Context: an optimization exercise on an open-source flow, tuned for small area and a short achievable clock period. The choices shown serve that exercise and are no tape-out recipe. RTL that was checked went through simulation tests only; none was proved equivalent to the original. No activity file was given, so power comes from the tool's default toggle rates.

// d_mem_responder
module d_mem_responder #(
   parameter int unsigned DEPTH       = 64,
   parameter int unsigned WAIT_CYCLES = 2
) (
   input  logic        clock,
   input  logic        reset,
   input  logic        req_valid,
   output logic        req_ready,
   input  logic        req_we,
   input  logic [31:0] req_addr,
   input  logic [31:0] req_wdata,
   output logic        rsp_valid,
   input  logic        rsp_ready,
   output logic [31:0] rsp_rdata,
   output logic        rsp_err,
   output logic        busy
);
   localparam int NR  = 21;     
   localparam int SGL = 21;     
   logic busy_q, rsp_q, w2_q, w1_q, w0_q;
   logic st0_q;                 
   logic wen0_q;                
   logic wen0n_q;               
   logic          we_q, mis_q;
   logic [NR:0]   sel_q;        
   logic [2:0]    w_q;          
   logic          hit;          
   logic          flip;         
   logic [31:0]   r_q;          
   logic          p1_q, p2_q;   
   logic          wen12_q;      
   logic          wen12n_q;     
   logic [2:0]    t_q;          
  ...
Size: roughly 3700 cells after synthesis, about 2100 flip-flops, roughly 110 I/O pins, about 53000 µm² of cells after synthesis.
Settings: LEC_CHECK=0, CAP_MARGIN=20, CORE_MARGIN=2, CORE_UTILIZATION=60, PLACE_DENSITY=0.75, SETUP_SLACK_MARGIN=1.9, SLEW_MARGIN=20, SYNTH_HIERARCHICAL=1, SYNTH_MINIMUM_KEEP_SIZE=0; clock period 4.0 ns.
standard.sh (not shown) runs the stock make flow with config.mk's settings and CLKGATE_MAP_FILE= SYNTH_SCRIPT=/design/flow/synth_recipe.tcl, a recipe that flattens the netlist after the stock synthesis.
==> flow/flow/run.sh <==
#!/bin/bash
# Standard layout, with port buffers of a faster cell than buffer_ports picks
# and a clock tree with larger sink clusters.
set -euo pipefail
bash standard.sh finish \
  "BUFFER_PORTS_ARGS=-buffer_cell sky130_fd_sc_hd__buf_4" \
  "CTS_ARGS=-sink_clustering_enable -repair_clock_nets -sink_clustering_size 30 -sink_clustering_max_diameter 120 -buf_list sky130_fd_sc_hd__clkbuf_16" \
  > layout_make.log 2>&1
Rerun with:
Settings changed: CORE_UTILIZATION 60 to 40, PLACE_DENSITY 0.75 to default, SETUP_SLACK_MARGIN 1.9 to 1.6.
What happened: Routed wire length rises by a few percent. Critical path depth is higher by 5. Core utilization decreases by 23 points. Power falls slightly. Non-clock buffer count decreases by 55. Register-to-register slack is worse by 0.21 ns. Clock skew falls by 0.0040 ns. Design area went down slightly. Synthesized cell count is unchanged. Setup slack got worse by 0.14 ns. Synthesized area does not change.
Rerun with:
Settings changed: SETUP_SLACK_MARGIN 1.6 to 1.8.
What happened: Synthesized area does not change; routed wire length came out higher by 0.88%; global-route usage hardly moves; count of clock-buffer cells in the layout came out lower by 3; power came out higher by 0.52%; non-clock buffer count came out higher by 69; worst setup slack is better by 0.066 ns; design area came out higher by 1.5%; worst hold slack is better by 0.070 ns; combinational power came out higher by about 5%.
Function was not checked in any run of this note: the RTL went through the layout flow alone.


d_mem_responder, a different RTL version from the one above (not shown whole).
Size: ~3700 cells after synthesis, about 2100 flip-flops.
// d_mem_responder
module d_mem_responder #(
   parameter int unsigned DEPTH       = 64,
   parameter int unsigned WAIT_CYCLES = 2
) (
   input  logic        clock,
   input  logic        reset,
   input  logic        req_valid,
   output logic        req_ready,
   input  logic        req_we,
   input  logic [31:0] req_addr,
   input  logic [31:0] req_wdata,
   output logic        rsp_valid,
   input  logic        rsp_ready,
   output logic [31:0] rsp_rdata,
   output logic        rsp_err,
   output logic        busy
);
clock: 4.0 ns
lec_check: 0
cap_margin: 20
core_margin: 2
core_utilization: 50
place_density: 0.7
setup_slack_margin: 1.85
slew_margin: 20
synth_hierarchical: 1
synth_minimum_keep_size: 0
Scripts as last shown in full above: flow/flow/run.sh
The first run completed with no timing, DRC or antenna violations.
Rerun with:
Settings changed: CORE_UTILIZATION 50 to 60, PLACE_DENSITY 0.7 to 0.75, SETUP_SLACK_MARGIN 1.85 to 1.75.
What happened: Total power drops by about 0.4%; cell area decreases by about 1.8%; worst setup slack gets worse by 0.020 ns; maximum frequency is lower by about 0.8%; routed wire length is higher by about 0.7%; flip-flop and latch count stays the same; combinational power drops by about 3%.
Rerun with:
Settings changed: SETUP_SLACK_MARGIN 1.75 to 2.05.
Effect:
- The changed run went through all stages and came out clean
- wire length came out higher by about a fifth
- register-to-register slack gets worse by 0.04 ns
- worst hold slack degrades by 0.013 ns
- clock-buffer cell count drops by 3
- cell area is higher by a little under a tenth
- sequential cell count is unchanged
- synthesized cell count does not change
- power climbs by a few percent
- worst setup slack loses 0.0045 ns
- clock power hardly moves
Rerun with:
Settings changed: SETUP_SLACK_MARGIN 2.05 to 1.9.
After rerunning:
- The new run passed the timing, DRC and antenna checks
- wire length went down by 11%
- total power decreases by 1.8%
- utilization goes down by 3.2 points
- worst hold slack is better by 0.0037 ns
- design area fell by 4.4%
- synthesized cell count stays the same
- via count went down by 5.3%
- clock-buffer cell count does not change
- die area stays the same


The RTL this note starts from:
==> flow/design.v <==
module d_mem_responder #(
   parameter int unsigned DEPTH       = 64,
   parameter int unsigned WAIT_CYCLES = 2
) (
   input  logic        clock,
   input  logic        reset,
   input  logic        req_valid,
   output logic        req_ready,
   input  logic        req_we,
   input  logic [31:0] req_addr,
   input  logic [31:0] req_wdata,
   output logic        rsp_valid,
   input  logic        rsp_ready,
   output logic [31:0] rsp_rdata,
   output logic        rsp_err,
   output logic        busy
);
   localparam int NR  = 21;     
   localparam int SGL = 21;     
   logic busy_q, rsp_q, w2_q, w1_q, w0_q;
   logic st0_q;                 
   logic          we_q, mis_q;
   logic [NR:0]   sel_q;        
   logic [2:0]    u_q;          
   logic          hit_q;        
   logic          flip_q;       
   logic [31:0]   r_q;          
   logic          p1_q, p2_q;   
   logic [2:0]    t_q;          
   logic          accept, ld_wait, rd_now, win, wen;
   logic          req_mis;
   logic [5:0]    req_idx;
   logic [NR:0]   req_sel;
   logic [1:0]    req_w;
   logic [2:0]    t_d, u_d, u_acc;
   assign req_mis = |req_addr[1:0];
   assign req_idx = req_addr[7:2];
   always_comb begin
      req_sel = '0;
      req_w   = 2'd0;
      if (req_idx == 6'd63) begin
         req_sel[SGL] = 1'b1;
      end else begin
         req_sel[req_idx / 6'd3] = 1'b1;
         req_w = 2'(req_idx % 6'd3);
      end
   end
   assign accept = req_valid && !busy_q && !reset;
   assign t_d = (t_q >= 3'd5) ? 3'd0 : t_q + 3'd1;
   always_comb begin
      logic [2:0] s;
      s     = t_d + {1'b0, req_w};
      u_acc = (s >= 3'd6) ? s - 3'd6 : s;
   end
   assign u_d = accept ? u_acc : ((u_q >= 3'd5) ? 3'd0 : u_q + 3'd1);
   always_ff @(posedge clock or posedge reset) begin
      if (reset) begin
         busy_q <= 1'b0;
         rsp_q  <= 1'b0;
         w2_q   <= 1'b0;
         w1_q   <= 1'b0;
         w0_q   <= 1'b0;
         st0_q  <= 1'b0;
      end else begin
         w2_q  <= req_valid && !busy_q;
         w1_q  <= w2_q;
         w0_q  <= w1_q;
         st0_q <= w1_q && we_q && !mis_q;
         if (!busy_q)       busy_q <= req_valid;
         else if (rsp_q && rsp_ready) busy_q <= 1'b0;
         if (w0_q)          rsp_q <= 1'b1;
         else if (rsp_ready) rsp_q <= 1'b0;
      end
   end
   always_ff @(posedge clock) begin
      t_q    <= t_d;
      u_q    <= u_d;
      hit_q  <= (u_d == 3'd2) || (u_d == 3'd5);
      flip_q <= (u_d == 3'd5);
      p1_q   <= st0_q;
      p2_q   <= p1_q;
      if (accept) begin
         we_q  <= req_we;
         mis_q <= req_mis;
         sel_q <= req_sel;
      end
   end
   assign ld_wait = (w2_q || w1_q || w0_q) && !we_q && !mis_q;
   assign rd_now  = ld_wait && (hit_q || sel_q[SGL]);
   assign win     = st0_q || p1_q || p2_q;
   assign wen     = win && hit_q;
   logic [31:0] ring_p0 [NR];
   logic [31:0] ring_p1 [NR];
   logic [31:0] ring_p2 [NR];
   logic [31:0] single_q;
   logic [31:0] wdata_x;        
   assign wdata_x = r_q ^ {32{flip_q}};
   for (genvar g = 0; g < NR; g++) begin : g_ring
      logic wr, wr_n;
      logic [31:0] d0;
      assign wr_n = !(wen && sel_q[g]);
      assign wr   = !wr_n;
      for (genvar b = 0; b < 32; b++) begin : g_bit
         dmr_ring_in u_in (.sel(wr), .sel_n(wr_n), .d1(wdata_x[b]),
                           .d0(ring_p2[g][b]), .y(d0[b]));
      end
      always_ff @(posedge clock) begin
         ring_p0[g] <= d0;
         ring_p1[g] <= ring_p0[g];
         ring_p2[g] <= ring_p1[g];
      end
   end
   always_ff @(posedge clock) begin
      if (st0_q && sel_q[SGL]) single_q <= r_q;
   end
   logic [NR/3-1:0][31:0] rd_grp_n;
   logic [31:0] rd_ring, rd_word;
   for (genvar k = 0; k < NR / 3; k++) begin : g_rgrp
      for (genvar b = 0; b < 32; b++) begin : g_bit
         dmr_aoi222 u_ao (.a1(sel_q[3*k]),   .b1(ring_p2[3*k][b]),
                          .a2(sel_q[3*k+1]), .b2(ring_p2[3*k+1][b]),
                          .a3(sel_q[3*k+2]), .b3(ring_p2[3*k+2][b]),
                          .y(rd_grp_n[k][b]));
      end
   end
   always_comb begin
      rd_ring = 32'd0;
      for (int k = 0; k < NR / 3; k++) rd_ring = rd_ring | ~rd_grp_n[k];
   end
   assign rd_word = sel_q[SGL] ? single_q : rd_ring ^ {32{flip_q}};
   always_ff @(posedge clock) begin
      if (accept)      r_q <= req_mis ? 32'd0 : req_wdata;
      else if (rd_now) r_q <= rd_word;
   end
   assign req_ready = !busy_q && !reset;
   assign rsp_valid = rsp_q;
   assign rsp_rdata = r_q;
   assign rsp_err   = mis_q;
   assign busy      = busy_q;
endmodule
module dmr_ring_in (
   input  logic sel,
   input  logic sel_n,
   input  logic d1,
   input  logic d0,
   output logic y
);
   assign y = ~((sel_n | d1) & (sel | d0));
endmodule
module dmr_aoi222 (
   input  logic a1, b1, a2, b2, a3, b3,
   output logic y
);
   assign y = ~((a1 & b1) | (a2 & b2) | (a3 & b3));
endmodule
clock: 4.0 ns
lec_check: 0
cap_margin: 20
core_margin: 2
core_utilization: 60
cts_buf_list: sky130_fd_sc_hd__clkbuf_8
cts_cluster_size: 30
slew_margin: 20
synth_hierarchical: 1
synth_minimum_keep_size: 0
run.sh (not shown) runs the stock make flow with config.mk's settings and CLKGATE_MAP_FILE= SYNTH_SCRIPT=/design/flow/synth_recipe.tcl, a recipe that flattens the netlist after the stock synthesis.
Stock flow here: none of the scripts above is used.
Next try:
Settings changed: CORE_UTILIZATION 60 to 40, CTS_BUF_LIST sky130_fd_sc_hd__clkbuf_8 to not set, CTS_CLUSTER_SIZE 30 to not set.
What happened: Die area rises by about 50%. First-iteration DRC count falls by about 14%. Power rises by about 1.6%. Worst setup slack got worse by 0.094 ns.
No functional check of the RTL was part of any run of this note.

## re-timing with driven ports
In the flow no input, the clock included, has a driving cell. The finished layouts below were timed again as built, in two steps. Step 1: set_driving_cell puts a clkbuf_16 on clock and a buf_2 on each other input, an assumption about the parent block. Step 2 times the ports against the registers' clock, not the clock port: input delays grow and output delays shrink by t, the midpoint of the rising clock arrivals with the driver on. a / b / c = ideal ports / drivers / drivers and shift; a / b = the first two.
run	shift t [ns]	slack for setup (ns)	worst hold slack (ns)	worst slew at a driven data input, ns	cell pins on the clock port's net
the first run of note 1	0.731	1.764 / 1.694 / 1.279	0.045 / -0.004 / 0.319	0.05	1
the second run of note 1	0.760	1.622 / 1.622 / 1.064	0.059 / 0.005 / 0.320	0.09	1
the third run of note 1	0.791	1.688 / 1.612 / 1.173	0.129 / 0.076 / 0.291	0.06	1
the first run of note 2	0.756	1.623 / 1.648 / 0.893	0.170 / 0.119 / 0.298	0.12	1
the second run of note 2	0.736	1.603 / 1.627 / 0.891	0.048 / 0.002 / 0.321	0.07	1
the third run of note 2	0.754	1.598 / 1.624 / 0.869	0.036 / -0.014 / 0.313	0.09	1
the fourth run of note 2	0.747	1.555 / 1.582 / 0.835	0.039 / -0.012 / 0.314	0.08	1
the first run of note 3	1.011	0.227 / 0.263 / -0.748	0.109 / 0.068 / 0.286	0.05	1
the second run of note 3	0.859	0.133 / 0.188 / -0.672	0.280 / 0.225 / 0.315	0.06	1
Met with ideal ports but missed after step 2: setup timing in the first run of note 3 and the second run of note 3. The setup slack of the first run of note 3, which loses most, moves by +0.036 ns with the drivers and by -0.975 ns with both steps.
